From an optimization exercise on the open Yosys and OpenROAD flow, aimed at small area; shortcuts taken in it are not production practice. Function was checked by simulation only, so behaviour that the tests miss may differ from the original. Power and IR drop assume default switching activity.

[flow/config.mk]
export PLATFORM = sky130hd
export DESIGN_NAME = dma_dispatcher
export DESIGN_NICKNAME = dma_dispatcher
export VERILOG_FILES = /design/flow/design.v
export SDC_FILE = /design/flow/constraint.sdc
export NUM_CORES = 4
export LEC_CHECK = 0
export CAP_MARGIN = 20
export CORE_MARGIN = 2
export CORE_UTILIZATION = 40
export SLEW_MARGIN = 20
[flow/constraint.sdc]
create_clock -name core_clock -period 8.0 [get_ports {clk}]
set_input_delay 1.6000 -clock core_clock [delete_from_list [all_inputs] [get_ports {clk}]]
set_output_delay 1.6000 -clock core_clock [all_outputs]
set_load 0.01 [all_outputs]
[flow/design.v]
`timescale 1ns/10ps
package dma_cmd_pkg;
    typedef struct packed {
        logic                   read;
        logic                   write;
        logic [10-1:0] address;
        logic [64-1:0] writedata;
    } mmio_req_t;
    typedef struct packed {
        logic                   new_cmd;
        logic [64-1:0] src_start_addr;
        logic [64-1:0] dst_start_addr;
        logic [64-1:0] xfer_length;
    } dma_cmd_t;
    typedef struct packed {
        logic sclr;
        logic clear_irq;
    } dma_cfg_t;
endpackage
`timescale 1ns/10ps
package dma_csr_pkg;
    localparam int CSR_WORD_W = 10 - 3;
    typedef enum logic [CSR_WORD_W-1:0] {
        CSR_DFH_HDR    = 'h00,
        CSR_ID_LO      = 'h01,
        CSR_ID_HI      = 'h02,
        CSR_NEXT_OFFS  = 'h03,
        CSR_SCRATCHPAD = 'h05,
        CSR_MAGIC_ADDR = 'h06,
        CSR_NUM_CHAN   = 'h07,
        CSR_RD_SRC     = 'h10,
        CSR_RD_DST     = 'h11,
        CSR_RD_LEN     = 'h12,
        CSR_RD_CFG     = 'h14,
        CSR_WR_SRC     = 'h20,
        CSR_WR_DST     = 'h21,
        CSR_WR_LEN     = 'h22,
        CSR_WR_CFG     = 'h24
    } csr_addr_e;
    localparam int CFG_SCLR_BIT      = 0;
    localparam int CFG_CLEAR_IRQ_BIT = 1;
endpackage
`timescale 1ns/10ps
module dma_csr_regs
(
    input  logic                   clk,
    input  logic                   rst_local,
    input  dma_cmd_pkg::mmio_req_t req,
    input  logic [64-1:0] rd_src, rd_dst, rd_len,
    input  logic                   rd_len_zero,
    input  logic [64-1:0] wr_src, wr_dst, wr_len,
    input  logic                   wr_len_zero,
    output logic [64-1:0] readdata,
    output logic                   readdatavalid,
    output dma_cmd_pkg::dma_cfg_t  rd_cfg,
    output dma_cmd_pkg::dma_cfg_t  wr_cfg,
    output logic [64-1:0] magic_addr
);
    dma_csr_pkg::csr_addr_e word_addr, rd_addr_q;
    logic [64-1:0] scratchpad;
    logic                   hit_rd_cfg, hit_wr_cfg;
    assign word_addr = dma_csr_pkg::csr_addr_e'(req.address[10-1:3]);
    assign hit_rd_cfg = req.write && word_addr == dma_csr_pkg::CSR_RD_CFG;
    assign hit_wr_cfg = req.write && word_addr == dma_csr_pkg::CSR_WR_CFG;
    always_ff @(posedge clk) begin
        if (rst_local) begin
            scratchpad <= '0;
            magic_addr <= '0;
        end else if (req.write) begin
            if (word_addr == dma_csr_pkg::CSR_SCRATCHPAD)
                scratchpad <= req.writedata;
            if (word_addr == dma_csr_pkg::CSR_MAGIC_ADDR)
                magic_addr <= req.writedata;
        end
    end
    always_ff @(posedge clk) begin
        if (rst_local) begin
            rd_cfg        <= '0;
            wr_cfg        <= '0;
            readdatavalid <= 1'b0;
        end else begin
            rd_cfg <= {hit_rd_cfg && req.writedata[dma_csr_pkg::CFG_SCLR_BIT],
                       hit_rd_cfg && req.writedata[dma_csr_pkg::CFG_CLEAR_IRQ_BIT]};
            wr_cfg <= {hit_wr_cfg && req.writedata[dma_csr_pkg::CFG_SCLR_BIT],
                       hit_wr_cfg && req.writedata[dma_csr_pkg::CFG_CLEAR_IRQ_BIT]};
            readdatavalid <= req.read;
        end
    end
    always_ff @(posedge clk)
        rd_addr_q <= word_addr;
    always_comb begin
        case (rd_addr_q)
            dma_csr_pkg::CSR_DFH_HDR:    readdata = 64'h1000_0100_0000_0001;
            dma_csr_pkg::CSR_ID_LO:      readdata = 64'hA2C4_5E71_09B3_6D18;
            dma_csr_pkg::CSR_ID_HI:      readdata = 64'h3F8E_D05A_4B12_C967;
            dma_csr_pkg::CSR_NEXT_OFFS:  readdata = 64'h0000_0000_0000_0000;
            dma_csr_pkg::CSR_SCRATCHPAD: readdata = scratchpad;
            dma_csr_pkg::CSR_MAGIC_ADDR: readdata = magic_addr;
            dma_csr_pkg::CSR_NUM_CHAN:   readdata = 64'(2);
            dma_csr_pkg::CSR_RD_SRC:     readdata = rd_src;
            dma_csr_pkg::CSR_RD_DST:     readdata = rd_dst;
            dma_csr_pkg::CSR_RD_LEN:     readdata = rd_len_zero ? '0 : rd_len;
            dma_csr_pkg::CSR_WR_SRC:     readdata = wr_src;
            dma_csr_pkg::CSR_WR_DST:     readdata = wr_dst;
            dma_csr_pkg::CSR_WR_LEN:     readdata = wr_len_zero ? '0 : wr_len;
            default:                     readdata = 64'h0BAD_0BAD_0BAD_0BAD;
        endcase
    end
endmodule
`timescale 1ns/10ps
module dma_blk_adder (
    input  logic                   clk,
    input  logic [64-1:0] a,
    input  logic [64-1:0] b,
    input  logic                   cin,
    output logic [64-1:0] sum
);
    localparam int BW = 8;
    localparam int NB = 64 / BW;
    logic [64-1:0] p, g;
    logic [64:0]   c;
    logic [NB-1:0]          blk_p, blk_co;
    logic [NB:0]            c_nxt;
    logic [NB-1:1]          c_q;
    assign p = a ^ b;
    assign g = a & b;
    always_comb begin
        for (int k = 0; k < NB; k++) begin
            c[k*BW] = (k == 0) ? cin : c_q[k];
            for (int i = k*BW; i < k*BW + BW; i++)
                c[i+1] = g[i] | (p[i] & c[i]);
            blk_co[k] = c[k*BW + BW];
            blk_p[k]  = &p[k*BW +: BW];
        end
        c_nxt[0] = cin;
        for (int k = 0; k < NB; k++)
            c_nxt[k+1] = blk_p[k] ? c_nxt[k] : blk_co[k];
    end
    always_ff @(posedge clk)
        c_q <= c_nxt[NB-1:1];
    assign sum = p ^ c[64-1:0];
endmodule
module dma_cmd_splitter
(
    input  logic                   clk,
    input  logic                   rst_local,
    input  logic                   wr_src,
    input  logic                   wr_dst,
    input  logic                   wr_len,
    input  logic [64-1:0] wdata,
    input  logic                   wdata_hi_nz,    
    input  logic                   wdata_nz,       
    input  logic [2-1:0] chan_done,
    output logic [64-1:0] src_q,
    output logic [64-1:0] dst_q,
    output logic [64-1:0] len_q,
    output logic                   len_zero,
    output dma_cmd_pkg::dma_cmd_t  chan0_cmd,
    output dma_cmd_pkg::dma_cmd_t  chan1_cmd,
    output logic                   xfer_done
);
    logic [64-1:0] src_s, dst_s;
    logic [64-1:0] len_half, len_ch0, src_ch1, dst_ch1;
    logic [64:0]   inc_c;
    logic                   go, has_ch1;
    logic [2:0]             stb_d;
    assign go = wr_len && wdata_nz;
    always_ff @(posedge clk) begin
        if (wr_src)
            src_q <= wdata;
        if (wr_dst)
            dst_q <= wdata;
        if (go) begin
            len_q   <= wdata;
            has_ch1 <= wdata_hi_nz;
            src_s   <= src_q;
            dst_s   <= dst_q;
        end
        if (wr_len)
            len_zero <= !wdata_nz;
    end
    always_ff @(posedge clk) begin
        if (rst_local)
            stb_d <= '0;
        else
            stb_d <= {stb_d[1:0], go};
    end
    assign len_half = {1'b0, len_q[64-1:1]};
    always_comb begin
        inc_c[0] = len_q[0];
        for (int i = 0; i < 64; i++)
            inc_c[i+1] = inc_c[i] & len_half[i];
    end
    assign len_ch0 = len_half ^ inc_c[64-1:0];
    dma_blk_adder src_add (.clk, .a (src_s), .b (len_half), .cin (len_q[0]), .sum (src_ch1));
    dma_blk_adder dst_add (.clk, .a (dst_s), .b (len_half), .cin (len_q[0]), .sum (dst_ch1));
    assign chan0_cmd = {stb_d[2], src_s, dst_s, len_ch0};
    assign chan1_cmd = {stb_d[2] && has_ch1, src_ch1, dst_ch1, len_half};
    dma_done_tracker done_inst (
        .clk, .rst_local,
        .chan_new_cmd ({chan1_cmd.new_cmd, chan0_cmd.new_cmd}),
        .chan_done,
        .xfer_done
    );
endmodule
`timescale 1ns/10ps
module dma_done_tracker (
    input  logic                     clk,
    input  logic                     rst_local,
    input  logic [2-1:0] chan_new_cmd,
    input  logic [2-1:0] chan_done,
    output logic                     xfer_done
);
    logic [2-1:0] pending;
    logic                     active;
    always_ff @(posedge clk) begin
        if (rst_local) begin
            pending   <= '0;
            active    <= 1'b0;
            xfer_done <= 1'b0;
        end else begin
            pending   <= chan_new_cmd | (pending & ~chan_done);
            active    <= chan_new_cmd[0] | (active & (|pending));
            xfer_done <= active && !(|pending);
        end
    end
endmodule
`timescale 1ns/10ps
module dma_dispatcher (
    input  logic                     clk,
    input  logic                     rst_local,
    input  logic                     mmio_read,
    input  logic                     mmio_write,
    input  logic [10-1:0]   mmio_address,
    input  logic [64-1:0]   mmio_writedata,
    output logic [64-1:0]   readdata,
    output logic                     readdatavalid,
    output logic                     rd_ch0_new_cmd,
    output logic [64-1:0]   rd_ch0_src_start_addr,
    output logic [64-1:0]   rd_ch0_dst_start_addr,
    output logic [64-1:0]   rd_ch0_xfer_length,
    output logic                     rd_ch1_new_cmd,
    output logic [64-1:0]   rd_ch1_src_start_addr,
    output logic [64-1:0]   rd_ch1_dst_start_addr,
    output logic [64-1:0]   rd_ch1_xfer_length,
    output logic                     wr_ch0_new_cmd,
    output logic [64-1:0]   wr_ch0_src_start_addr,
    output logic [64-1:0]   wr_ch0_dst_start_addr,
    output logic [64-1:0]   wr_ch0_xfer_length,
    output logic                     wr_ch1_new_cmd,
    output logic [64-1:0]   wr_ch1_src_start_addr,
    output logic [64-1:0]   wr_ch1_dst_start_addr,
    output logic [64-1:0]   wr_ch1_xfer_length,
    output logic                     rd_cfg_sclr,
    output logic                     rd_cfg_clear_irq,
    output logic                     wr_cfg_sclr,
    output logic                     wr_cfg_clear_irq,
    output logic [64-1:0]   magic_addr,
    input  logic [2-1:0] rd_chan_done,
    input  logic [2-1:0] wr_chan_done,
    output logic                     host_mem_rd_xfer_done,
    output logic                     host_mem_wr_xfer_done
);
    dma_cmd_pkg::mmio_req_t   mmio_req;
    dma_cmd_pkg::dma_cmd_t    rd_ch0_cmd, rd_ch1_cmd, wr_ch0_cmd, wr_ch1_cmd;
    dma_cmd_pkg::dma_cfg_t    rd_cfg, wr_cfg;
    dma_csr_pkg::csr_addr_e   word_addr;
    logic [64-1:0]   rd_src, rd_dst, rd_len, wr_src, wr_dst, wr_len;
    logic                     rd_len_zero, wr_len_zero;
    logic                     wdata_hi_nz, wdata_nz;
    assign mmio_req = {mmio_read, mmio_write, mmio_address, mmio_writedata};
    assign word_addr = dma_csr_pkg::csr_addr_e'(mmio_address[10-1:3]);
    assign wdata_hi_nz = |mmio_writedata[64-1:1];
    assign wdata_nz    = wdata_hi_nz || mmio_writedata[0];
    assign {rd_ch0_new_cmd, rd_ch0_src_start_addr, rd_ch0_dst_start_addr,
            rd_ch0_xfer_length} = rd_ch0_cmd;
    assign {rd_ch1_new_cmd, rd_ch1_src_start_addr, rd_ch1_dst_start_addr,
            rd_ch1_xfer_length} = rd_ch1_cmd;
    assign {wr_ch0_new_cmd, wr_ch0_src_start_addr, wr_ch0_dst_start_addr,
            wr_ch0_xfer_length} = wr_ch0_cmd;
    assign {wr_ch1_new_cmd, wr_ch1_src_start_addr, wr_ch1_dst_start_addr,
            wr_ch1_xfer_length} = wr_ch1_cmd;
    assign {rd_cfg_sclr, rd_cfg_clear_irq} = rd_cfg;
    assign {wr_cfg_sclr, wr_cfg_clear_irq} = wr_cfg;
    dma_csr_regs csr_inst (
        .clk, .rst_local,
        .req (mmio_req),
        .rd_src, .rd_dst, .rd_len, .rd_len_zero,
        .wr_src, .wr_dst, .wr_len, .wr_len_zero,
        .readdata, .readdatavalid,
        .rd_cfg, .wr_cfg,
        .magic_addr
    );
    dma_cmd_splitter rd_split_inst (
        .clk, .rst_local,
        .wr_src (mmio_write && word_addr == dma_csr_pkg::CSR_RD_SRC),
        .wr_dst (mmio_write && word_addr == dma_csr_pkg::CSR_RD_DST),
        .wr_len (mmio_write && word_addr == dma_csr_pkg::CSR_RD_LEN),
        .wdata (mmio_writedata), .wdata_hi_nz, .wdata_nz,
        .chan_done (rd_chan_done),
        .src_q (rd_src), .dst_q (rd_dst), .len_q (rd_len), .len_zero (rd_len_zero),
        .chan0_cmd (rd_ch0_cmd), .chan1_cmd (rd_ch1_cmd),
        .xfer_done (host_mem_rd_xfer_done)
    );
    dma_cmd_splitter wr_split_inst (
        .clk, .rst_local,
        .wr_src (mmio_write && word_addr == dma_csr_pkg::CSR_WR_SRC),
        .wr_dst (mmio_write && word_addr == dma_csr_pkg::CSR_WR_DST),
        .wr_len (mmio_write && word_addr == dma_csr_pkg::CSR_WR_LEN),
        .wdata (mmio_writedata), .wdata_hi_nz, .wdata_nz,
        .chan_done (wr_chan_done),
        .src_q (wr_src), .dst_q (wr_dst), .len_q (wr_len), .len_zero (wr_len_zero),
        .chan0_cmd (wr_ch0_cmd), .chan1_cmd (wr_ch1_cmd),
        .xfer_done (host_mem_wr_xfer_done)
    );
endmodule
[flow/run.sh]
#!/bin/bash
# synth_recipe.tcl (not shown) runs the flow's synth.tcl, then flattens the netlist and writes it again
# the make line also repeats each setting of config.mk as NAME=value (left out here)
make -C /OpenROAD-flow-scripts/flow DESIGN_CONFIG=/design/flow/config.mk WORK_HOME=/design/flow/orfs CLKGATE_MAP_FILE= SYNTH_SCRIPT=/design/flow/synth_recipe.tcl finish
==> impl_summary.txt, run 1 <==
----------------------------------------------------
[Setup path]
  Crit-path max cell delay ... 0.42 ns
  Startpoint Class ... flop
  Crit path arrival time ... 11.34 ns
  Beginning of the worst register-to-register path ... wr_split_inst.len_q[0]
  Most prevalent standard cell on the critical path ... sky130_fd_sc_hd__ha_4
  Worst path required time ... 6.40 ns
  Critical path endpoint ... wr_ch0_xfer_length[62]
  RR Endpoint ... wr_split_inst.dst_add.c_q[7]
  Crit path kind ... reg2out
  Crit end category ... output pin
  Highest-delay cell along the critical path ... sky130_fd_sc_hd__edfxtp_1
  Number of cells traversed by the worst register-to-register path ... 19
  Setup slack on the worst flop-to-flop path ... 2.08 ns
  Source of the critical timing path ... wr_split_inst.len_q[0]
  Maximum fanout count along the critical path ... 2

[Floorplan]
  Width of the die ... 320 um
  Chip Height ... 320 um
  Row cnt ... 115
  Core footprint ... 98700 um^2
  IO Pins ... 989
  Starting density of the core ... 40.5%
  Die area ... 103000 um^2

[Final layout]
  Layout Area Growth over Synthesis ... 41.6%
  Filler cell count in the final layout ... 8197
  Fraction of final layout cells with drive strength greater than 1 ... 12.4%
  Finished Core Util ... 57.4%
  Commonest non-fill, non-tap cell in the layout ... sky130_fd_sc_hd__clkdlybuf4s50_1
  Highest-count cells in the layout ignoring fill and taps ... sky130_fd_sc_hd__clkdlybuf4s50_1, sky130_fd_sc_hd__edfxtp_1, sky130_fd_sc_hd__nand2_1, sky130_fd_sc_hd__inv_1, sky130_fd_sc_hd__fa_1
  Final nets ... 4644

[Outcome]
  Layout Check Fails ... setup timing
  Run status ... failed layout checks

[Route]
  Total Routed Length ... 176000 um
  1st-pass router iterations ... 9
  DRC violation count after routing ... 0
  Number of violations reported at the end of detailed-routing iteration 0 ... 3585
  Total number of vias ... 30100
  Antenna Violating Nets Remaining ... 0
  Ratio of routed vias to standard cells ... 5.66
  Average routed wire per standard cell ... 33.0 um

[Timing]
  Achievable Freq ... 77.3 MHz
  Worst slew margin relative to its limit ... 18.6%
  Hold violation total from the final report ... 0
  Transition time at the pin with the least slew margin ... 1.22 ns
  Crit path time final ... 12.94 ns
  Number of setup violations in the final report ... 64
  Max-slew violation count ... 0
  Layout Skew ... 0.0203 ns
  Share of the cycle needed by the critical path after routing ... 162%
  Final Worst Setup Slack ... -4.94 ns
  RSZ-0062 raised after global routing ... true

[Synth]
  Fraction of the yosys area taken by sequential cells ... 57.5%
  Synth Register Bits ... 826
  Summed instance area of the synthesized netlist ... 40000 um^2
  Total of warnings raised by yosys ... 4
  Number of enable-type register cells in the synthesized netlist ... 644
  Unique masters post-synth ... 57
  Top FF cell, synth ... sky130_fd_sc_hd__edfxtp_1
  Number of instances in the synthesized netlist ... 2868
  Average cell area after synthesis ... 13.9 um^2
  Post-synthesis async set-or-reset flop share ... 0%

[Global routing]
  Number of antenna violations at the first check in global routing ... 12
  Peak-usage layer in the global routing report ... met2
  Vias in the first global route ... 29900
  Met1 GRT Util ... 43.1%
  Remaining Overflow, GRT ... 0
  Met3 track utilization from global routing ... 7.55%
  Pin count of the biggest net entering global routing ... 157
  GRT met2 Usage ... 57.3%
  GRT Total Usage ... 33.6%
  First-pass GRT wire length ... 241000 um

[CTS]
  Clock tree from TritonCTS ... built
  Buffer depth of the longest clock path ... 3
  Num CTS Buffers ... 89
  Skew-Pair Late Insertion Delay ... 0.65 ns
  Cts-stage hold buffer count ... 0
  Clock H-tree levels ... 3
  Number of sinks on the clock net ... 826
  Buffer cell driving the clock tree root ... sky130_fd_sc_hd__clkbuf_16
  Clock transition at the registers of the reported paths ... 0.06 ns

[Job]
  Maximum Capacitance Violations ... 0

[Min path]
  Hold crit path type ... reg2reg

[Placed design]
  Setup Slack @ Placement ... -4.71 ns
  Final weighted congestion of routability-driven global placement ... 0.906
  Detailed Place HPWL ... 130000 um
  Number of I/O port buffers ... 983

[Pwr]
  Power Dens Cells ... 160 nW/um^2
  Max IR drop VDD ... 0.000160 V
  Static Leak ... 20.5 nW

----------------------------------------------------
## per-stage QoR
step	std cells	total power [mW]	TNS, ns	area (um^2)	hold slack, ns
finish	5329	9.04	-164.72	56700	0.440
global route	5324	9.25	-175.43	56600	0.439
CTS	5318	9.06	-167.08	56600	0.441
detailed placement	5153	5.03	-150.85	53700	0.432
global placement	5153	5.03	-146.08	53700	0.426
floorplan	2869	4.81	-105.21	41600	0.414
## worst min-delay path by stage
stage | from | cells past startpoint | endpoint
2_1_floorplan | rd_split_inst.stb_d[0] | 1 | rd_split_inst.stb_d[1]
5_1_grt | rd_split_inst.src_q[17] | 0 | rd_split_inst.src_s[17]
4_1_cts | rd_split_inst.src_q[17] | 0 | rd_split_inst.src_s[17]
3_3_place_gp | rd_split_inst.stb_d[0] | 1 | rd_split_inst.stb_d[1]
6_report | rd_split_inst.src_q[17] | 0 | rd_split_inst.src_s[17]
3_5_place_dp | rd_split_inst.stb_d[0] | 1 | rd_split_inst.stb_d[1]
## kinds of logic (layout without fill, tap and decap cells)
kind of cell / after synthesis / after routing / share of synthesized area [%]
buf+inv: 380 / 1544 / 3.75
xor+xnor: 4 / 4 / 0.0876
mux: 4 / 4 / 0.100
fa+ha+maj: 602 / 602 / 23.6
simple gates: 591 / 591 / 7.13
other cells: 1 / 11 / 0.00938
flops: 826 / 826 / 57.5
compound gates: 460 / 460 / 7.91
## power by group
group	internal, mW	total, mW	switching, mW	leakage [nW]
logic	0.112	0.311	0.199	11.8
clock network	2.34	4.10	1.76	1.41
registers	4.61	4.63	0.0199	7.27
total	7.06	9.04	1.98	20.5
## routing by layer
metal	routed length [um]	part of all wire, %
met5	24	0.014
met1	67100	38
met2	87400	50
met4	5200	3.0
met3	16300	9.3
## cell usage after synthesis (3+ instances only)
| cell | count | area (um^2) |
|---|---|---|
| sky130_fd_sc_hd__edfxtp_1 | 644 | 19300 |
| sky130_fd_sc_hd__ha_1 | 350 | 4380 |
| sky130_fd_sc_hd__nand2_1 | 281 | 1050 |
| sky130_fd_sc_hd__inv_1 | 269 | 1010 |
| sky130_fd_sc_hd__fa_1 | 252 | 5040 |
| sky130_fd_sc_hd__dfxtp_1 | 182 | 3640 |
| sky130_fd_sc_hd__a21oi_1 | 177 | 886 |
| sky130_fd_sc_hd__a22oi_1 | 122 | 916 |
| sky130_fd_sc_hd__nand4_1 | 91 | 569 |
| sky130_fd_sc_hd__nor2_1 | 75 | 282 |
| sky130_fd_sc_hd__clkbuf_1 | 60 | 225 |
| sky130_fd_sc_hd__a221oi_1 | 44 | 385 |
| sky130_fd_sc_hd__buf_2 | 40 | 200 |
| sky130_fd_sc_hd__a222oi_1 | 36 | 360 |
| sky130_fd_sc_hd__nand3_1 | 34 | 170 |
| sky130_fd_sc_hd__nor4_1 | 21 | 131 |
| sky130_fd_sc_hd__o22ai_1 | 19 | 119 |
| sky130_fd_sc_hd__nand2b_1 | 18 | 113 |
| sky130_fd_sc_hd__nor2b_1 | 14 | 87.6 |
| sky130_fd_sc_hd__nand3b_1 | 13 | 97.6 |
| sky130_fd_sc_hd__nor3_1 | 13 | 65.1 |
| sky130_fd_sc_hd__o21ai_0 | 12 | 60.1 |
| sky130_fd_sc_hd__o21bai_1 | 10 | 75.1 |
| sky130_fd_sc_hd__o21a_1 | 8 | 60.1 |
| sky130_fd_sc_hd__o22a_1 | 8 | 70.1 |
| sky130_fd_sc_hd__buf_1 | 5 | 18.8 |
| sky130_fd_sc_hd__or2_2 | 5 | 31.3 |
| sky130_fd_sc_hd__a2111oi_0 | 4 | 35.0 |
| sky130_fd_sc_hd__a21o_1 | 4 | 30.0 |
| sky130_fd_sc_hd__buf_4 | 4 | 30.0 |
| sky130_fd_sc_hd__mux2i_1 | 4 | 40.0 |
| sky130_fd_sc_hd__nor2_2 | 4 | 25.0 |
| sky130_fd_sc_hd__nor3_4 | 4 | 65.1 |
| sky130_fd_sc_hd__o31a_1 | 4 | 35.0 |
| sky130_fd_sc_hd__o41ai_1 | 4 | 35.0 |
| sky130_fd_sc_hd__xnor2_1 | 4 | 35.0 |
| sky130_fd_sc_hd__and2_1 | 3 | 18.8 |
| sky130_fd_sc_hd__o211ai_1 | 3 | 22.5 |
## flip-flops by register name, summed over array words and instances, names as in the netlist, 3 cells and up
| name | cells |
|---|---|
| rd_split_inst.src_q | 64 |
| wr_split_inst.len_q | 64 |
| csr_inst.magic_addr | 64 |
| rd_split_inst.dst_q | 64 |
| csr_inst.scratchpad | 64 |
| rd_split_inst.src_s | 64 |
| wr_split_inst.dst_add.c_q | 7 |
| wr_split_inst.dst_q | 64 |
| wr_split_inst.dst_s | 64 |
| wr_split_inst.src_q | 64 |
| rd_split_inst.len_q | 64 |
| wr_split_inst.src_add.c_q | 7 |
| wr_split_inst.src_s | 64 |
| rd_split_inst.src_add.c_q | 7 |
| rd_split_inst.dst_s | 64 |
| wr_split_inst.stb_d | 3 |
| rd_split_inst.stb_d | 3 |
| rd_split_inst.dst_add.c_q | 7 |
| csr_inst.rd_addr_q | 7 |
## repair_timing
action	in CTS	in global routing
pin swaps	11	3
endpoints found under the setup margin	70	70
resized for setup	338	6
buffers inserted	1	1
## worst max-delay path, delay by kind of cell (launching register included)
kind,cells,cell delay [ns]
adders and majority gates,63,10.10
DFF,1,0.42
buffers and inverters,1,0.10
## cell type report
cell class | count | area (um^2) | share of cell area (%)
antenna | 9 | 22.5 | 0.0398
tap | 1287 | 1610 | 2.84
sequential | 826 | 23000 | 40.6
inverter | 269 | 1010 | 1.78
timing repair buffer | 1111 | 10900 | 19.2
multi-input combinational | 1663 | 17300 | 30.5
clock buffer | 125 | 2480 | 4.39
clock inverter | 39 | 378 | 0.667
==> inputs of run 2 (changes only) <==
--- a/flow/design.v
+++ b/flow/design.v
@@ -115,30 +115,31 @@
     input  logic                   cin,
     output logic [64-1:0] sum
 );
-    localparam int BW = 8;
-    localparam int NB = 64 / BW;
-    logic [64-1:0] p, g;
-    logic [64:0]   c;
-    logic [NB-1:0]          blk_p, blk_co;
-    logic [NB:0]            c_nxt;
-    logic [NB-1:1]          c_q;
-    assign p = a ^ b;
-    assign g = a & b;
+    logic [64:0] c, cr;
+    logic                 c13_q, c26_q, c39_q, c52_q;
+    logic                 p3;
     always_comb begin
-        for (int k = 0; k < NB; k++) begin
-            c[k*BW] = (k == 0) ? cin : c_q[k];
-            for (int i = k*BW; i < k*BW + BW; i++)
-                c[i+1] = g[i] | (p[i] & c[i]);
-            blk_co[k] = c[k*BW + BW];
-            blk_p[k]  = &p[k*BW +: BW];
+        c[0] = cin;
+        cr[0] = cin;
+        for (int i = 0; i < 64; i++) begin
+            cr[i+1] = (a[i] & b[i]) | ((a[i] ^ b[i]) & c[i]);
+            case (i + 1)
+                13:      c[i+1] = c13_q;
+                26:      c[i+1] = c26_q;
+                39:      c[i+1] = c39_q;
+                52:      c[i+1] = c52_q;
+                default: c[i+1] = cr[i+1];
+            endcase
         end
-        c_nxt[0] = cin;
-        for (int k = 0; k < NB; k++)
-            c_nxt[k+1] = blk_p[k] ? c_nxt[k] : blk_co[k];
     end
-    always_ff @(posedge clk)
-        c_q <= c_nxt[NB-1:1];
-    assign sum = p ^ c[64-1:0];
+    assign p3 = &(a[51:39] ^ b[51:39]);
+    always_ff @(posedge clk) begin
+        c13_q <= cr[13];
+        c26_q <= cr[26];
+        c39_q <= cr[39];
+        c52_q <= p3 ? cr[39] : cr[52];
+    end
+    assign sum = a ^ b ^ c[64-1:0];
 endmodule
 module dma_cmd_splitter
 (
@@ -188,8 +189,11 @@
     assign len_half = {1'b0, len_q[64-1:1]};
     always_comb begin
         inc_c[0] = len_q[0];
-        for (int i = 0; i < 64; i++)
-            inc_c[i+1] = inc_c[i] & len_half[i];
+        for (int k = 0; k < 64 / 8; k++) begin
+            for (int i = k*8; i < k*8 + 7; i++)
+                inc_c[i+1] = inc_c[i] & len_half[i];
+            inc_c[k*8 + 8] = inc_c[k*8] & (&len_half[k*8 +: 8]);
+        end
     end
     assign len_ch0 = len_half ^ inc_c[64-1:0];
     dma_blk_adder src_add (.clk, .a (src_s), .b (len_half), .cin (len_q[0]), .sum (src_ch1));
==> run 2 against run 1 <==
Compared with the run above:
- synthesized cell count fell by 11%
- sequential share of layout area is 3.4 points higher
- worst hold slack worse by 0.0074 ns
- non-clock buffer count decreased by 51
- clock skew increased by 0.0016 ns
- the run now finishes clean
- largest cell class unchanged
- power down 0.19%
- area after synthesis down 7.7%
- clock power increased by 1%
- critical path type unchanged
==> impl_summary.txt, run 2 <==
----------------------------------------------------
[Synth]
  Fraction of the yosys area taken by sequential cells ... 61.6% (was 57.5%)
  Leading cell type by number of instances after synthesis ... sky130_fd_sc_hd__edfxtp_1 (unchanged)
  Average cell area after synthesis ... 14.5 um^2 (was 13.9 um^2)
  Portion of synthesized cell area occupied by the leading cell type ... 52.4% (was 48.3%)
  Number of instances in the synthesized netlist ... 2539 (was 2868)
  Total of warnings raised by yosys ... 4 (unchanged)
  Unique masters post-synth ... 54 (was 57)
  Top FF cell, synth ... sky130_fd_sc_hd__edfxtp_1 (unchanged)
  Summed instance area of the synthesized netlist ... 36900 um^2 (was 40000 um^2)
  Synth Register Bits ... 814 (was 826)
  Number of enable-type register cells in the synthesized netlist ... 644 (unchanged)
  Post-synthesis async set-or-reset flop share ... 0% (unchanged)
  Most frequent cells after synthesis ... sky130_fd_sc_hd__edfxtp_1, sky130_fd_sc_hd__nand2_1, sky130_fd_sc_hd__fa_1, sky130_fd_sc_hd__inv_1, sky130_fd_sc_hd__dfxtp_1 (was sky130_fd_sc_hd__edfxtp_1, sky130_fd_sc_hd__ha_1, sky130_fd_sc_hd__nand2_1, sky130_fd_sc_hd__inv_1, sky130_fd_sc_hd__fa_1)
  Top cells by area, synth ... sky130_fd_sc_hd__edfxtp_1, sky130_fd_sc_hd__fa_1, sky130_fd_sc_hd__dfxtp_1 (was sky130_fd_sc_hd__edfxtp_1, sky130_fd_sc_hd__fa_1, sky130_fd_sc_hd__ha_1)
  Leading area contributor after synthesis ... sky130_fd_sc_hd__edfxtp_1 (unchanged)

[Placed design]
  Final weighted congestion of routability-driven global placement ... 0.955 (was 0.906)
  Number of I/O port buffers ... 983 (unchanged)
  Cell Count Post-Placement ... 4653 (was 5153)
  Detailed Place HPWL ... 117000 um (was 130000 um)

[Setup path]
  Highest-delay cell along the critical path ... sky130_fd_sc_hd__fa_1 (was sky130_fd_sc_hd__edfxtp_1)
  Startpoint Class ... flop (unchanged)
  Crit path max-delay family ... adder cells (unchanged)
  Maximum fanout count along the critical path ... 3 (was 2)
  Most prevalent standard cell on the critical path ... sky130_fd_sc_hd__fa_1 (was sky130_fd_sc_hd__ha_4)
  Crit path kind ... reg2out (unchanged)
  Crit path buf inv count ... 5 (was 1)
  Crit path arrival time ... 6.27 ns (was 11.34 ns)
  Worst path required time ... 6.40 ns (about the same)
  Crit-path max cell delay ... 0.41 ns (was 0.42 ns)
  Crit end category ... output pin (unchanged)
  List of cells traversed by the critical path ... inv_2 > fa_1 > inv_1 > fa_2 > fa_2 > fa_1 > fa_2 > fa_2 > fa_2 > fa_1 > fa_1 > fa_1 > fa_2 > fa_1 > inv_1 > fa_1 > inv_1 > clkdlybuf4s15_2

[Final layout]
  Highest-count cells in the layout ignoring fill and taps ... sky130_fd_sc_hd__clkdlybuf4s50_1, sky130_fd_sc_hd__edfxtp_1, sky130_fd_sc_hd__nand2_1, sky130_fd_sc_hd__inv_1, sky130_fd_sc_hd__dfxtp_1 (was sky130_fd_sc_hd__clkdlybuf4s50_1, sky130_fd_sc_hd__edfxtp_1, sky130_fd_sc_hd__nand2_1, sky130_fd_sc_hd__inv_1, sky130_fd_sc_hd__fa_1)
  Layout Area Growth over Synthesis ... 40.0% (was 41.6%)
  Fraction of final layout cells with drive strength greater than 1 ... 10.9% (was 12.4%)
  Commonest non-fill, non-tap cell in the layout ... sky130_fd_sc_hd__clkdlybuf4s50_1 (unchanged)
  Number of standard cells in the final layout excluding fillers ... 4840 (was 5329)
  Final nets ... 4065 (was 4644)

[Pwr]
  Power Dens Cells ... 175 nW/um^2 (was 160 nW/um^2)
  Max IR drop VDD ... 0.000156 V (was 0.000160 V)
  Static Leak ... 18.3 nW (was 20.5 nW)

[Global routing]
  GRT Total Usage ... 33.3% (was 33.6%)
  Number of antenna violations at the first check in global routing ... 15 (was 12)
  Vias in the first global route ... 27800 (was 29900)
  Pin count of the biggest net entering global routing ... 136 (was 157)
  First-pass GRT wire length ... 221000 um (was 241000 um)
  Remaining Overflow, GRT ... 0 (unchanged)

[CTS]
  Clock H-tree levels ... 3 (unchanged)
  Clock tree from TritonCTS ... built (unchanged)
  Num CTS Buffers ... 86 (was 89)
  Buffer cell driving the clock tree root ... sky130_fd_sc_hd__clkbuf_16 (unchanged)
  Skew-Pair Late Insertion Delay ... 0.64 ns (was 0.65 ns)
  Buffer depth of the longest clock path ... 3 (unchanged)
  Clock transition at the registers of the reported paths ... 0.06 ns (about the same)
  Number of sinks on the clock net ... 814 (was 826)

[Min path]
  Hold crit path type ... reg2reg (unchanged)

[Floorplan]
  Starting density of the core ... 40.3% (was 40.5%)
  Width of the die ... 308 um (was 320 um)
  Core footprint ... 91500 um^2 (was 98700 um^2)
  Row cnt ... 111 (was 115)
  Chip Height ... 308 um (was 320 um)
  IO Pins ... 989 (unchanged)
  Die area ... 94800 um^2 (was 103000 um^2)

[Timing]
  Worst slew margin relative to its limit ... 19.5% (was 18.6%)
  Total Neg Setup Slack ... 0 ns (was -164.72 ns)
  Crit path time final ... 7.87 ns (was 12.94 ns)
  Max-slew violation count ... 0 (unchanged)
  Layout Skew ... 0.0219 ns (was 0.0203 ns)
  Achievable Freq ... 127 MHz (was 77.3 MHz)
  Transition time at the pin with the least slew margin ... 1.21 ns (was 1.22 ns)
  RSZ-0062 raised after global routing ... false (was true)
  Share of the cycle needed by the critical path after routing ... 98.4% (was 162%)
  Number of setup violations in the final report ... 0 (was 64)
  Hold violation total from the final report ... 0 (unchanged)

[Route]
  Number of violations reported at the end of detailed-routing iteration 0 ... 3417 (was 3585)
  Average routed wire per standard cell ... 33.4 um (was 33.0 um)
  Antenna Violating Nets Remaining ... 0 (unchanged)
  Total Routed Length ... 161000 um (was 176000 um)
  Total number of vias ... 27600 (was 30100)
  DRC violation count after routing ... 0 (unchanged)
  1st-pass router iterations ... 8 (was 9)
  Ratio of routed vias to standard cells ... 5.70 (was 5.66)

[Job]
  Maximum Capacitance Violations ... 0 (unchanged)

[Outcome]
  Run status ... finished clean (was failed layout checks)

----------------------------------------------------
## run 2: where the power goes
part           internal [mW]  leakage, nW  switching [mW]  total, mW
Sequential              4.55         7.17          0.0215       4.57
Combinational          0.113         9.72           0.189      0.302
Clock                   2.42         1.41            1.73       4.15
Total                   7.09         18.3            1.94       9.02
## run 2: final timing paths
kind / start / to / slack (ns) / cells past startpoint
worst max register to register: rd_split_inst.dst_s[26] / rd_split_inst.dst_add.c52_q / 2.27 / 17
worst min register to register: wr_split_inst.dst_q[25] / wr_split_inst.dst_s[25] / 0.43 / 0
worst min-delay path: wr_split_inst.dst_q[25] / wr_split_inst.dst_s[25] / 0.43 / 0
worst max-delay path: rd_split_inst.len_q[40] / rd_ch1_src_start_addr[51] / 0.13 / 18
## run 2: metrics by stage
step	area (um^2)	util (%)	worst slack [ns]	power, mW	hold WS [ns]
floorplan	36900	-	-2.12	4.75	0.414
global placement	48400	52.8	0.0464	4.95	0.420
detailed placement	48400	52.9	0.00226	4.96	0.426
CTS	51600	56.3	-0.237	9.06	0.435
global route	51700	56.5	0.00317	9.23	0.446
finish	51700	56.5	0.131	9.02	0.433
## run 2: kinds of logic (layout without fill, tap and decap cells)
logic type	after synthesis	in the layout	share of synthesized area (%)
buffers and inverters	304	1405	3.41
other	1	15	0.0102
flip-flops	814	814	61.6
AND/OR/NAND/NOR	543	543	6.98
AO/OA/AOI/OAI	438	438	8.22
adder cells (fa/ha/maj)	416	416	19.2
multiplexers	5	5	0.136
XOR/XNOR	18	18	0.427
## run 2: metal layers
layer | part of all wire, % | vias up | track usage, % | wire length [um]
li1 | - | 11300 | - | -
met1 | 38 | 14400 | 42.3 | 61100
met2 | 50 | 1622 | 56.6 | 80500
met3 | 8.9 | 240 | 7.17 | 14400
met4 | 3.4 | 6 | 10.8 | 5500
met5 | 0.022 | - | 0 | 36
## run 2: layout make-up
type / count / area, um^2
Sequential cell: 814 / 22700
Timing Repair Buffer: 1060 / 10400
Clock inverter: 57 / 649
Antenna cell: 13 / 32.5
Tap cell: 1186 / 1480
Clock buffer: 105 / 2260
Multi-Input combinational cell: 1422 / 13400
Fill cell: 7395 / 39800
Inverter: 183 / 687
## run 2: worst reg2reg max path, delay by kind of cell, from the launching register on
kind                       cells  cell delay (ns)
adders and majority gates     13             4.69
muxes                          1             0.22
DFF                            1             0.41
buffers and inverters          3             0.24
## run 2: what timing repair did
action                                  4_1_cts  5_1_grt
setup buffers                                 6        6
endpoints found under the setup margin       32       27
hold buffers                                  0        0
pin swaps                                    12       15
resized for setup                           134       49
==> inputs of run 3 (changes only) <==
--- a/flow/design.v
+++ b/flow/design.v
@@ -164,7 +164,7 @@
     logic [64-1:0] len_half, len_ch0, src_ch1, dst_ch1;
     logic [64:0]   inc_c;
     logic                   go, has_ch1;
-    logic [2:0]             stb_d;
+    logic [3:0]             stb_d;
     assign go = wr_len && wdata_nz;
     always_ff @(posedge clk) begin
         if (wr_src)
@@ -184,7 +184,7 @@
         if (rst_local)
             stb_d <= '0;
         else
-            stb_d <= {stb_d[1:0], go};
+            stb_d <= {stb_d[2:0], go};
     end
     assign len_half = {1'b0, len_q[64-1:1]};
     always_comb begin
@@ -198,8 +198,8 @@
     assign len_ch0 = len_half ^ inc_c[64-1:0];
     dma_blk_adder src_add (.clk, .a (src_s), .b (len_half), .cin (len_q[0]), .sum (src_ch1));
     dma_blk_adder dst_add (.clk, .a (dst_s), .b (len_half), .cin (len_q[0]), .sum (dst_ch1));
-    assign chan0_cmd = {stb_d[2], src_s, dst_s, len_ch0};
-    assign chan1_cmd = {stb_d[2] && has_ch1, src_ch1, dst_ch1, len_half};
+    assign chan0_cmd = {stb_d[3], src_s, dst_s, len_ch0};
+    assign chan1_cmd = {stb_d[3] && has_ch1, src_ch1, dst_ch1, len_half};
     dma_done_tracker done_inst (
         .clk, .rst_local,
         .chan_new_cmd ({chan1_cmd.new_cmd, chan0_cmd.new_cmd}),
==> run 3 against run 2 <==
Compared with the run above:
- still clean
- sequential power about the same
- area after synthesis about the same
- core utilization grew 0.32 points
- maximum frequency decreased by 0.72%
- largest cell class unchanged
==> impl_summary.txt, run 3 <==
----------------------------------------------------
[Min path]
  Hold crit path type ... reg2reg (unchanged)
  Hold Path Cell Cnt ... 0 (unchanged)
  Worst Min Path Start ... wr_split_inst.src_q[31] (was wr_split_inst.dst_q[25])

[Pwr]
  Power Total ... 9.11 mW (was 9.02 mW)
  Max IR drop VDD ... 0.000161 V (was 0.000156 V)
  Power Dens Cells ... 175 nW/um^2 (about the same)
  Static Leak ... 18.5 nW (was 18.3 nW)

[Timing]
  Total Neg Setup Slack ... 0 ns (unchanged)
  Max-slew violation count ... 0 (unchanged)
  Worst slew margin relative to its limit ... 15.3% (was 19.5%)
  Transition time at the pin with the least slew margin ... 1.26 ns (was 1.21 ns)
  Achievable Freq ... 126 MHz (was 127 MHz)
  Hold violation total from the final report ... 0 (unchanged)
  Number of setup violations in the final report ... 0 (unchanged)
  Crit path time final ... 7.93 ns (was 7.87 ns)
  Layout Skew ... 0.0203 ns (was 0.0219 ns)
  Share of the cycle needed by the critical path after routing ... 99.1% (was 98.4%)
  RSZ-0062 raised after global routing ... true (was false)

[Synth]
  Number of instances in the synthesized netlist ... 2509 (was 2539)
  Portion of synthesized cell area occupied by the leading cell type ... 52.3% (was 52.4%)
  Leading cell type by number of instances after synthesis ... sky130_fd_sc_hd__edfxtp_1 (unchanged)
  Average cell area after synthesis ... 14.7 um^2 (was 14.5 um^2)
  Top FF cell, synth ... sky130_fd_sc_hd__edfxtp_1 (unchanged)
  Leading area contributor after synthesis ... sky130_fd_sc_hd__edfxtp_1 (unchanged)
  Total of warnings raised by yosys ... 4 (unchanged)
  Synth Register Bits ... 816 (was 814)
  Number of enable-type register cells in the synthesized netlist ... 644 (unchanged)
  Fraction of the yosys area taken by sequential cells ... 61.6% (about the same)
  Top cells by area, synth ... sky130_fd_sc_hd__edfxtp_1, sky130_fd_sc_hd__fa_1, sky130_fd_sc_hd__dfxtp_1 (unchanged)
  Summed instance area of the synthesized netlist ... 37000 um^2 (was 36900 um^2)
  Unique masters post-synth ... 55 (was 54)
  Post-synthesis async set-or-reset flop share ... 0% (unchanged)
  Most frequent cells after synthesis ... sky130_fd_sc_hd__edfxtp_1, sky130_fd_sc_hd__nand2_1, sky130_fd_sc_hd__fa_1, sky130_fd_sc_hd__inv_1, sky130_fd_sc_hd__dfxtp_1 (unchanged)

[CTS]
  Num CTS Buffers ... 88 (was 86)
  Skew-Pair Late Insertion Delay ... 0.65 ns (was 0.64 ns)
  Number of sinks on the clock net ... 816 (was 814)
  Clock transition at the registers of the reported paths ... 0.06 ns (about the same)
  Buffer cell driving the clock tree root ... sky130_fd_sc_hd__clkbuf_16 (unchanged)
  Clock tree from TritonCTS ... built (unchanged)
  Clock H-tree levels ... 3 (unchanged)
  Buffer depth of the longest clock path ... 3 (unchanged)

[Global routing]
  Remaining Overflow, GRT ... 0 (unchanged)
  First-pass GRT wire length ... 235000 um (was 221000 um)
  GRT Total Usage ... 36.0% (was 33.3%)
  Vias in the first global route ... 28000 (was 27800)
  Number of antenna violations at the first check in global routing ... 9 (was 15)
  Pin count of the biggest net entering global routing ... 119 (was 136)

[Floorplan]
  Starting density of the core ... 40.3% (about the same)
  Die area ... 94900 um^2 (was 94800 um^2)
  Core footprint ... 91700 um^2 (was 91500 um^2)
  Width of the die ... 308 um (about the same)
  Row cnt ... 111 (unchanged)
  IO Pins ... 989 (unchanged)
  Chip Height ... 308 um (about the same)

[Final layout]
  Fraction of final layout cells with drive strength greater than 1 ... 12.8% (was 10.9%)
  Finished Core Util ... 56.8% (was 56.5%)
  Highest-count cells in the layout ignoring fill and taps ... sky130_fd_sc_hd__clkdlybuf4s50_1, sky130_fd_sc_hd__edfxtp_1, sky130_fd_sc_hd__nand2_1, sky130_fd_sc_hd__dfxtp_1, sky130_fd_sc_hd__inv_1 (was sky130_fd_sc_hd__clkdlybuf4s50_1, sky130_fd_sc_hd__edfxtp_1, sky130_fd_sc_hd__nand2_1, sky130_fd_sc_hd__inv_1, sky130_fd_sc_hd__dfxtp_1)
  Layout Area Growth over Synthesis ... 40.8% (was 40.0%)
  Final nets ... 4070 (was 4065)
  Summed area of non-filler cells in the final layout ... 52100 um^2 (was 51700 um^2)
  Commonest non-fill, non-tap cell in the layout ... sky130_fd_sc_hd__clkdlybuf4s50_1 (unchanged)

[Route]
  Ratio of routed vias to standard cells ... 5.82 (was 5.70)
  Antenna Violating Nets Remaining ... 0 (unchanged)
  Average routed wire per standard cell ... 36.1 um (was 33.4 um)
  Number of violations reported at the end of detailed-routing iteration 0 ... 3366 (was 3417)
  1st-pass router iterations ... 6 (was 8)
  DRC violation count after routing ... 0 (unchanged)
  Total Routed Length ... 175000 um (was 161000 um)
  Total number of vias ... 28100 (was 27600)

[Setup path]
  List of cells traversed by the critical path ... inv_2 > fa_1 > inv_1 > fa_2 > fa_2 > fa_2 > fa_2 > fa_2 > fa_1 > fa_2 > fa_2 > fa_2 > fa_1 > fa_1 > inv_1 > fa_1 > inv_1 > clkdlybuf4s15_2 (was inv_2 > fa_1 > inv_1 > fa_2 > fa_2 > fa_1 > fa_2 > fa_2 > fa_2 > fa_1 > fa_1 > fa_1 > fa_2 > fa_1 > inv_1 > fa_1 > inv_1 > clkdlybuf4s15_2)
  Crit path buf inv count ... 5 (unchanged)
  Beginning of the worst register-to-register path ... wr_split_inst.len_q[27] (was rd_split_inst.dst_s[26])
  Maximum fanout count along the critical path ... 2 (was 3)
  Most prevalent standard cell on the critical path ... sky130_fd_sc_hd__fa_2 (was sky130_fd_sc_hd__fa_1)
  Startpoint Class ... flop (unchanged)
  Crit-path max cell delay ... 0.43 ns (was 0.41 ns)
  Crit path arrival time ... 6.33 ns (was 6.27 ns)
  Crit end category ... output pin (unchanged)
  Crit path depth ... 18 (unchanged)
  Crit path kind ... reg2out (unchanged)
  Worst path required time ... 6.40 ns (about the same)
  Crit path max-delay family ... adder cells (unchanged)
  Highest-delay cell along the critical path ... sky130_fd_sc_hd__fa_1 (unchanged)
  Number of cells traversed by the worst register-to-register path ... 17 (unchanged)
  Source of the critical timing path ... wr_split_inst.len_q[27] (was rd_split_inst.len_q[40])

[Placed design]
  Area post-placement ... 48600 um^2 (was 48400 um^2)
  Final weighted congestion of routability-driven global placement ... 0.943 (was 0.955)
  Number of I/O port buffers ... 983 (unchanged)
  Detailed Place HPWL ... 127000 um (was 117000 um)

[Job]
  Maximum Capacitance Violations ... 0 (unchanged)

[Outcome]
  Run status ... finished clean (unchanged)

----------------------------------------------------
[run 3: final timing paths]
kind	to	slack, ns
setup reg to reg	wr_split_inst.src_add.c52_q	2.39
hold / removal	wr_split_inst.src_s[31]	0.43
setup / recovery	wr_ch1_dst_start_addr[38]	0.07
hold reg to reg	wr_split_inst.src_s[31]	0.43
[run 3: logic make-up (layout without fill, tap and decap cells)]
logic type,count (synthesis),after routing,share of synthesized area (%)
DFF,816,816,61.6
and+or+nand+nor,561,561,7.52
adders and majority gates,416,416,19.2
AOI/OAI and AO/OA,392,392,7.82
buffers and inverters,300,1437,3.26
xor gates and xnor gates,18,18,0.427
muxes,5,5,0.135
other,1,8,0.0101
[run 3: final cells by class]
| class | count | area (um^2) |
|---|---|---|
| diodes | 6 | 15.0 |
| inverters | 186 | 698 |
| clock inverters | 43 | 504 |
| flip-flops and latches | 816 | 22800 |
| well taps | 1186 | 1480 |
| clock buffers | 122 | 2460 |
| repair buffers | 1086 | 10600 |
| multi-input cells | 1394 | 13500 |
| fillers | 7543 | 39600 |
[run 3: through the flow]
| stage | hold WS (ns) | setup slack [ns] | std cells |
|---|---|---|---|
| after floorplan | 0.414 | -0.160 | 2510 |
| after global placement | 0.420 | -0.160 | 4652 |
| after detailed placement | 0.424 | -0.219 | 4652 |
| after CTS | 0.436 | -0.269 | 4828 |
| after global routing | 0.444 | -0.0976 | 4834 |
| final | 0.433 | 0.0734 | 4839 |
[run 3: repair_timing]
action                     4_1_cts  5_1_grt
hold buffers                     0        0
pin swaps                       46       38
resized for setup              197       31
setup buffers                   11        5
setup endpoints to repair       40       26
hold endpoints to repair         0        0
[run 3: power breakdown]
group	switching [mW]	internal, mW	total, mW
Combinational	0.202	0.113	0.315
Sequential	0.0168	4.56	4.58
Clock	1.76	2.46	4.22
Total	1.98	7.13	9.11
[run 3: worst register-to-register path: cells and delay by family (launching register included)]
family,cells,cell delay (ns)
muxes,1,0.15
DFF,1,0.39
adders and majority gates,13,4.67
buffers and inverters,3,0.24
[run 3: layer usage]
layer | track usage (%) | up-vias | part of all wire [%]
li1 | - | 11400 | -
met1 | 45.2 | 14700 | 37
met2 | 59.7 | 1846 | 49
met3 | 10.2 | 274 | 10
met4 | 12.2 | 6 | 3.9
met5 | 0 | - | 0.020
==> inputs of run 4 (changes only) <==
--- a/flow/design.v
+++ b/flow/design.v
@@ -56,7 +56,7 @@
     output dma_cmd_pkg::dma_cfg_t  wr_cfg,
     output logic [64-1:0] magic_addr
 );
-    dma_csr_pkg::csr_addr_e word_addr, rd_addr_q;
+    dma_csr_pkg::csr_addr_e word_addr;
     logic [64-1:0] scratchpad;
     logic                   hit_rd_cfg, hit_wr_cfg;
     assign word_addr = dma_csr_pkg::csr_addr_e'(req.address[10-1:3]);
@@ -86,26 +86,45 @@
             readdatavalid <= req.read;
         end
     end
-    always_ff @(posedge clk)
-        rd_addr_q <= word_addr;
-    always_comb begin
-        case (rd_addr_q)
-            dma_csr_pkg::CSR_DFH_HDR:    readdata = 64'h1000_0100_0000_0001;
-            dma_csr_pkg::CSR_ID_LO:      readdata = 64'hA2C4_5E71_09B3_6D18;
-            dma_csr_pkg::CSR_ID_HI:      readdata = 64'h3F8E_D05A_4B12_C967;
-            dma_csr_pkg::CSR_NEXT_OFFS:  readdata = 64'h0000_0000_0000_0000;
-            dma_csr_pkg::CSR_SCRATCHPAD: readdata = scratchpad;
-            dma_csr_pkg::CSR_MAGIC_ADDR: readdata = magic_addr;
-            dma_csr_pkg::CSR_NUM_CHAN:   readdata = 64'(2);
-            dma_csr_pkg::CSR_RD_SRC:     readdata = rd_src;
-            dma_csr_pkg::CSR_RD_DST:     readdata = rd_dst;
-            dma_csr_pkg::CSR_RD_LEN:     readdata = rd_len_zero ? '0 : rd_len;
-            dma_csr_pkg::CSR_WR_SRC:     readdata = wr_src;
-            dma_csr_pkg::CSR_WR_DST:     readdata = wr_dst;
-            dma_csr_pkg::CSR_WR_LEN:     readdata = wr_len_zero ? '0 : wr_len;
-            default:                     readdata = 64'h0BAD_0BAD_0BAD_0BAD;
+    logic sel_hdr, sel_idlo, sel_idhi, sel_nch, sel_bad;
+    logic sel_scr, sel_mag, sel_rs, sel_rd, sel_rl, sel_ws, sel_wd, sel_wl;
+    always_ff @(posedge clk) begin
+        sel_hdr  <= word_addr == dma_csr_pkg::CSR_DFH_HDR;
+        sel_idlo <= word_addr == dma_csr_pkg::CSR_ID_LO;
+        sel_idhi <= word_addr == dma_csr_pkg::CSR_ID_HI;
+        sel_nch  <= word_addr == dma_csr_pkg::CSR_NUM_CHAN;
+        sel_scr  <= word_addr == dma_csr_pkg::CSR_SCRATCHPAD;
+        sel_mag  <= word_addr == dma_csr_pkg::CSR_MAGIC_ADDR;
+        sel_rs   <= word_addr == dma_csr_pkg::CSR_RD_SRC;
+        sel_rd   <= word_addr == dma_csr_pkg::CSR_RD_DST;
+        sel_rl   <= word_addr == dma_csr_pkg::CSR_RD_LEN && !rd_len_zero;
+        sel_ws   <= word_addr == dma_csr_pkg::CSR_WR_SRC;
+        sel_wd   <= word_addr == dma_csr_pkg::CSR_WR_DST;
+        sel_wl   <= word_addr == dma_csr_pkg::CSR_WR_LEN && !wr_len_zero;
+        case (word_addr)
+            dma_csr_pkg::CSR_DFH_HDR, dma_csr_pkg::CSR_ID_LO, dma_csr_pkg::CSR_ID_HI,
+            dma_csr_pkg::CSR_NEXT_OFFS, dma_csr_pkg::CSR_SCRATCHPAD,
+            dma_csr_pkg::CSR_MAGIC_ADDR, dma_csr_pkg::CSR_NUM_CHAN,
+            dma_csr_pkg::CSR_RD_SRC, dma_csr_pkg::CSR_RD_DST, dma_csr_pkg::CSR_RD_LEN,
+            dma_csr_pkg::CSR_WR_SRC, dma_csr_pkg::CSR_WR_DST, dma_csr_pkg::CSR_WR_LEN:
+                sel_bad <= 1'b0;
+            default:
+                sel_bad <= 1'b1;
         endcase
     end
+    assign readdata = ({64{sel_hdr}}  & 64'h1000_0100_0000_0001) |
+                      ({64{sel_idlo}} & 64'hA2C4_5E71_09B3_6D18) |
+                      ({64{sel_idhi}} & 64'h3F8E_D05A_4B12_C967) |
+                      ({64{sel_nch}}  & 64'(2)) |
+                      ({64{sel_bad}}  & 64'h0BAD_0BAD_0BAD_0BAD) |
+                      ({64{sel_scr}}  & scratchpad) |
+                      ({64{sel_mag}}  & magic_addr) |
+                      ({64{sel_rs}}   & rd_src) |
+                      ({64{sel_rd}}   & rd_dst) |
+                      ({64{sel_rl}}   & rd_len) |
+                      ({64{sel_ws}}   & wr_src) |
+                      ({64{sel_wd}}   & wr_dst) |
+                      ({64{sel_wl}}   & wr_len);
 endmodule
 `timescale 1ns/10ps
 module dma_blk_adder (
@@ -116,28 +135,32 @@
     output logic [64-1:0] sum
 );
     logic [64:0] c, cr;
-    logic                 c13_q, c26_q, c39_q, c52_q;
-    logic                 p3;
+    logic                 c11_n, c22_n, c33_n, c44_n, c54_n;
+    logic                 p3, p4, c44;
     always_comb begin
         c[0] = cin;
         cr[0] = cin;
         for (int i = 0; i < 64; i++) begin
             cr[i+1] = (a[i] & b[i]) | ((a[i] ^ b[i]) & c[i]);
             case (i + 1)
-                13:      c[i+1] = c13_q;
-                26:      c[i+1] = c26_q;
-                39:      c[i+1] = c39_q;
-                52:      c[i+1] = c52_q;
+                11:      c[i+1] = !c11_n;
+                22:      c[i+1] = !c22_n;
+                33:      c[i+1] = !c33_n;
+                44:      c[i+1] = !c44_n;
+                54:      c[i+1] = !c54_n;
                 default: c[i+1] = cr[i+1];
             endcase
         end
     end
-    assign p3 = &(a[51:39] ^ b[51:39]);
+    assign p3  = &(a[43:33] ^ b[43:33]);
+    assign p4  = &(a[53:44] ^ b[53:44]);
+    assign c44 = p3 ? cr[33] : cr[44];
     always_ff @(posedge clk) begin
-        c13_q <= cr[13];
-        c26_q <= cr[26];
-        c39_q <= cr[39];
-        c52_q <= p3 ? cr[39] : cr[52];
+        c11_n <= !cr[11];
+        c22_n <= !cr[22];
+        c33_n <= !cr[33];
+        c44_n <= !c44;
+        c54_n <= !(p4 ? c44 : cr[54]);
     end
     assign sum = a ^ b ^ c[64-1:0];
 endmodule
==> flow/flow/run.sh (new file) <==
#!/bin/bash
# Standard layout, with the smallest buffer on the ports and a clock tree of
# larger leaf clusters, without dummy loads. Each ORFS step logs to
# orfs/logs/; make's own output goes to make_finish.log.
set -euo pipefail
export BUFFER_PORTS_ARGS="-buffer_cell sky130_fd_sc_hd__buf_1"
export CTS_ARGS="-sink_clustering_enable -repair_clock_nets -dont_use_dummy_load -buf_list {sky130_fd_sc_hd__clkbuf_16} -sink_clustering_size 25 -sink_clustering_max_diameter 50"
bash standard.sh finish > make_finish.log 2>&1
==> flow/standard.sh (new file) <==
#!/bin/bash
# synth_recipe.tcl (not shown) runs the flow's synth.tcl, then flattens the netlist and writes it again
# the make line also repeats each setting of config.mk as NAME=value (left out here)
make -C /OpenROAD-flow-scripts/flow DESIGN_CONFIG=/design/flow/config.mk WORK_HOME=/design/flow/orfs CLKGATE_MAP_FILE= SYNTH_SCRIPT=/design/flow/synth_recipe.tcl "${@:-finish}"
removed: flow/run.sh
==> run 4 against run 3 <==
Compared with the run above:
- maximum frequency increased by 0.55%
- critical endpoint is now rd_ch1_dst_start_addr[21]
- die area shrank 0.56%
- power down 9.6%
- count of clock-buffer cells in the layout shrank 36
- core utilization shrank 8.6 points
- largest power group unchanged
- highest routed layer unchanged
==> impl_summary.txt, run 4 <==
----------------------------------------------------
[Synth]
  Number of enable-type register cells in the synthesized netlist ... 644 (unchanged)
  Top cells by area, synth ... sky130_fd_sc_hd__edfxtp_1, sky130_fd_sc_hd__fa_1, sky130_fd_sc_hd__dfxtp_1 (unchanged)
  Leading area contributor after synthesis ... sky130_fd_sc_hd__edfxtp_1 (unchanged)
  Fraction of the yosys area taken by sequential cells ... 62.5% (was 61.6%)
  Top FF cell, synth ... sky130_fd_sc_hd__edfxtp_1 (unchanged)
  Portion of synthesized cell area occupied by the leading cell type ... 52.6% (was 52.3%)
  Post-synthesis async set-or-reset flop share ... 0% (unchanged)
  Leading cell type by number of instances after synthesis ... sky130_fd_sc_hd__edfxtp_1 (unchanged)
  Summed instance area of the synthesized netlist ... 36800 um^2 (was 37000 um^2)
  Synth Register Bits ... 826 (was 816)
  Unique masters post-synth ... 48 (was 55)
  Average cell area after synthesis ... 16.5 um^2 (was 14.7 um^2)
  Total of warnings raised by yosys ... 4 (unchanged)
  Number of instances in the synthesized netlist ... 2231 (was 2509)
  Most frequent cells after synthesis ... sky130_fd_sc_hd__edfxtp_1, sky130_fd_sc_hd__fa_1, sky130_fd_sc_hd__ha_1, sky130_fd_sc_hd__dfxtp_1, sky130_fd_sc_hd__nor2_1 (was sky130_fd_sc_hd__edfxtp_1, sky130_fd_sc_hd__nand2_1, sky130_fd_sc_hd__fa_1, sky130_fd_sc_hd__inv_1, sky130_fd_sc_hd__dfxtp_1)

[Pwr]
  Static Leak ... 16.0 nW (was 18.5 nW)
  Max IR drop VDD ... 0.000145 V (was 0.000161 V)
  Power Dens Cells ... 187 nW/um^2 (was 175 nW/um^2)

[CTS]
  Num CTS Buffers ... 86 (was 88)
  Clock transition at the registers of the reported paths ... 0.07 ns (was 0.06 ns)
  Postcts setup bufs ... 0 (was 11)
  Cts-stage hold buffer count ... 0 (unchanged)
  Skew-Pair Late Insertion Delay ... 0.68 ns (was 0.65 ns)
  Clock tree from TritonCTS ... built (unchanged)
  Resize count post-CTS ... 0 (was 197)
  Number of sinks on the clock net ... 826 (was 816)
  Clock H-tree levels ... 3 (unchanged)
  Buffer depth of the longest clock path ... 3 (unchanged)
  Buffer cell driving the clock tree root ... sky130_fd_sc_hd__clkbuf_16 (unchanged)

[Min path]
  Hold crit path type ... reg2reg (unchanged)

[Floorplan]
  Core footprint ... 91400 um^2 (was 91700 um^2)
  Starting density of the core ... 40.2% (was 40.3%)
  Chip Height ... 307 um (was 308 um)
  IO Pins ... 989 (unchanged)
  Width of the die ... 307 um (was 308 um)
  Die area ... 94300 um^2 (was 94900 um^2)
  Row cnt ... 111 (unchanged)

[Job]
  Maximum Capacitance Violations ... 0 (unchanged)

[Placed design]
  Setup Slack @ Placement ... 0.875 ns (was -0.219 ns)
  Area post-placement ... 41900 um^2 (was 48600 um^2)
  Cell Count Post-Placement ... 4353 (was 4652)
  Number of I/O port buffers ... 983 (unchanged)
  Final weighted congestion of routability-driven global placement ... 0.943 (unchanged)
  Detailed Place HPWL ... 111000 um (was 127000 um)

[Final layout]
  Filler cell count in the final layout ... 8160 (was 7543)
  Final nets ... 3785 (was 4070)
  Fraction of final layout cells with drive strength greater than 1 ... 4.92% (was 12.8%)
  Commonest non-fill, non-tap cell in the layout ... sky130_fd_sc_hd__buf_1 (was sky130_fd_sc_hd__clkdlybuf4s50_1)
  Layout Area Growth over Synthesis ... 19.9% (was 40.8%)
  Highest-count cells in the layout ignoring fill and taps ... sky130_fd_sc_hd__buf_1, sky130_fd_sc_hd__edfxtp_1, sky130_fd_sc_hd__fa_1, sky130_fd_sc_hd__ha_1, sky130_fd_sc_hd__dfxtp_1 (was sky130_fd_sc_hd__clkdlybuf4s50_1, sky130_fd_sc_hd__edfxtp_1, sky130_fd_sc_hd__nand2_1, sky130_fd_sc_hd__dfxtp_1, sky130_fd_sc_hd__inv_1)
  Summed area of non-filler cells in the final layout ... 44100 um^2 (was 52100 um^2)
  Number of standard cells in the final layout excluding fillers ... 4440 (was 4839)

[Global routing]
  Vias in the first global route ... 25200 (was 28000)
  Number of antenna violations at the first check in global routing ... 5 (was 9)
  Remaining Overflow, GRT ... 0 (unchanged)
  First-pass GRT wire length ... 207000 um (was 235000 um)
  GRT Total Usage ... 31.7% (was 36.0%)
  Pin count of the biggest net entering global routing ... 169 (was 119)

[Timing]
  Total Neg Setup Slack ... 0 ns (unchanged)
  Share of the cycle needed by the critical path after routing ... 98.5% (was 99.1%)
  RSZ-0062 raised after global routing ... false (was true)
  Crit path time final ... 7.88 ns (was 7.93 ns)
  Max-slew violation count ... 0 (unchanged)
  Achievable Freq ... 127 MHz (was 126 MHz)
  Worst slew margin relative to its limit ... 20.8% (was 15.3%)
  Worst hold slack ... 0.402 ns (was 0.433 ns)
  Number of setup violations in the final report ... 0 (unchanged)
  Layout Skew ... 0.120 ns (was 0.0203 ns)
  Transition time at the pin with the least slew margin ... 1.19 ns (was 1.26 ns)
  Final Worst Setup Slack ... 0.117 ns (was 0.0734 ns)
  Hold violation total from the final report ... 0 (unchanged)

[Route]
  Total number of vias ... 26200 (was 28100)
  Ratio of routed vias to standard cells ... 5.90 (was 5.82)
  Average routed wire per standard cell ... 34.6 um (was 36.1 um)
  Total Routed Length ... 153000 um (was 175000 um)
  Antenna Violating Nets Remaining ... 0 (unchanged)
  DRC violation count after routing ... 0 (unchanged)
  1st-pass router iterations ... 8 (was 6)
  Number of violations reported at the end of detailed-routing iteration 0 ... 3046 (was 3366)

[Setup path]
  Worst path required time ... 6.40 ns (about the same)
  Startpoint Class ... flop (unchanged)
  Crit path arrival time ... 6.28 ns (was 6.33 ns)
  Crit end category ... output pin (unchanged)
  Crit path kind ... reg2out (unchanged)
  Maximum fanout count along the critical path ... 6 (was 2)

[Outcome]
  Run status ... finished clean (unchanged)

----------------------------------------------------
-- run 4: final timing paths --
| path | startpoint | to | slack [ns] | cells past startpoint |
|---|---|---|---|---|
| setup / recovery | rd_split_inst.len_q[12] | rd_ch1_dst_start_addr[21] | 0.12 | 12 |
| hold / removal | rd_split_inst.src_q[21] | rd_split_inst.src_s[21] | 0.40 | 0 |
| setup reg to reg | rd_split_inst.len_q[23] | rd_split_inst.dst_add.c54_n | 1.33 | 13 |
| hold reg to reg | rd_split_inst.src_q[21] | rd_split_inst.src_s[21] | 0.40 | 0 |
-- run 4: final cells by class --
class                           count  area (um^2)  share of cell area [%]
Antenna cell                        1         2.50                 0.00568
Clock buffer                       86         2150                    4.88
Inverter                           70          263                   0.596
Multi-Input combinational cell   1245        13100                    29.7
Sequential cell                   826        23000                    52.2
Tap cell                         1186         1480                    3.37
Timing Repair Buffer             1026         4040                    9.17
-- run 4: power breakdown --
part	switching [mW]	internal, mW	total, mW	leakage, nW
combinational	0.152	0.0423	0.195	7.67
clock	1.55	1.87	3.42	1.06
sequential	0.0147	4.61	4.62	7.27
total	1.71	6.52	8.24	16.0
-- run 4: logic make-up (layout without fill, tap and decap cells) --
logic type	count (synthesis)	count (layout)	synth area share, %
adder cells (fa/ha/maj)	448	448	20.4
flip-flops	826	826	62.5
XOR/XNOR	18	18	0.429
AND/OR/NAND/NOR	370	370	5.07
other	1	3	0.0102
multiplexers	132	132	3.60
AO/OA/AOI/OAI	275	275	5.96
buffers and inverters	161	1182	2.00
-- run 4: worst max-delay path: stages (launching register included) --
cell and delay [ns]:
sky130_fd_sc_hd__edfxtp_1 0.57, sky130_fd_sc_hd__fa_1 0.55, sky130_fd_sc_hd__fa_1 0.43, sky130_fd_sc_hd__fa_1 0.39, sky130_fd_sc_hd__fa_1 0.51, sky130_fd_sc_hd__fa_1 0.44, sky130_fd_sc_hd__fa_1 0.41, sky130_fd_sc_hd__fa_1 0.41
sky130_fd_sc_hd__fa_1 0.40, sky130_fd_sc_hd__fa_1 0.43, sky130_fd_sc_hd__fa_1 0.41, sky130_fd_sc_hd__fa_1 0.49, sky130_fd_sc_hd__buf_1 0.17
-- run 4: metrics by stage --
stage / utilization [%] / power, mW
6_report: 48.2 / 8.24
5_1_grt: 48.2 / 8.44
4_1_cts: 48.2 / 8.27
3_5_place_dp: 45.9 / 4.90
3_3_place_gp: 45.9 / 4.90
2_1_floorplan: - / 4.78
-- run 4: layer usage --
| layer | GRT usage [%] | wire length [um] | up-vias |
|---|---|---|---|
| li1 | - | - | 10500 |
| met2 | 50.9 | 72700 | 1782 |
| met5 | 0 | 27 | - |
| met4 | 13.3 | 6970 | 4 |
| met1 | 41.8 | 58500 | 13700 |
| met3 | 6.80 | 15200 | 272 |

-- re-timing with driven ports --
The flow's constraints put no driver on any port. The routed layouts listed below were extracted and timed again, unchanged, in two steps.
Step 1 sets driving cells, clkbuf_16 on the clock port and buf_2 on the other inputs (assumed; they add their load-dependent delay and slew).
Step 2, shift: input delay + t, output delay - t, t = (earliest + latest rising clock arrival at the registers) / 2. This alone moves slack from input paths to output paths.
Three values: ideal, step 1, step 2; two values: the first two.
| run | t (ns) | setup WS [ns] | hold WS [ns] | worst setup path at the end | latest minus earliest clock arrival (ns) |
|---|---|---|---|---|---|
| run 1 | 0.716 | -4.936 / -5.012 / -4.296 | 0.440 / 0.440 / 0.440 | register to output | 0.024 / 0.025 |
| run 2 | 0.708 | 0.131 / 0.055 / 0.763 | 0.433 / 0.433 / 0.433 | register to output | 0.023 / 0.024 |
| run 3 | 0.710 | 0.073 / 0.006 / 0.715 | 0.433 / 0.433 / 0.433 | register to output | 0.026 / 0.027 |
| run 4 | 0.685 | 0.117 / 0.047 / 0.732 | 0.402 / 0.402 / 0.402 | register to output | 0.121 / 0.121 |
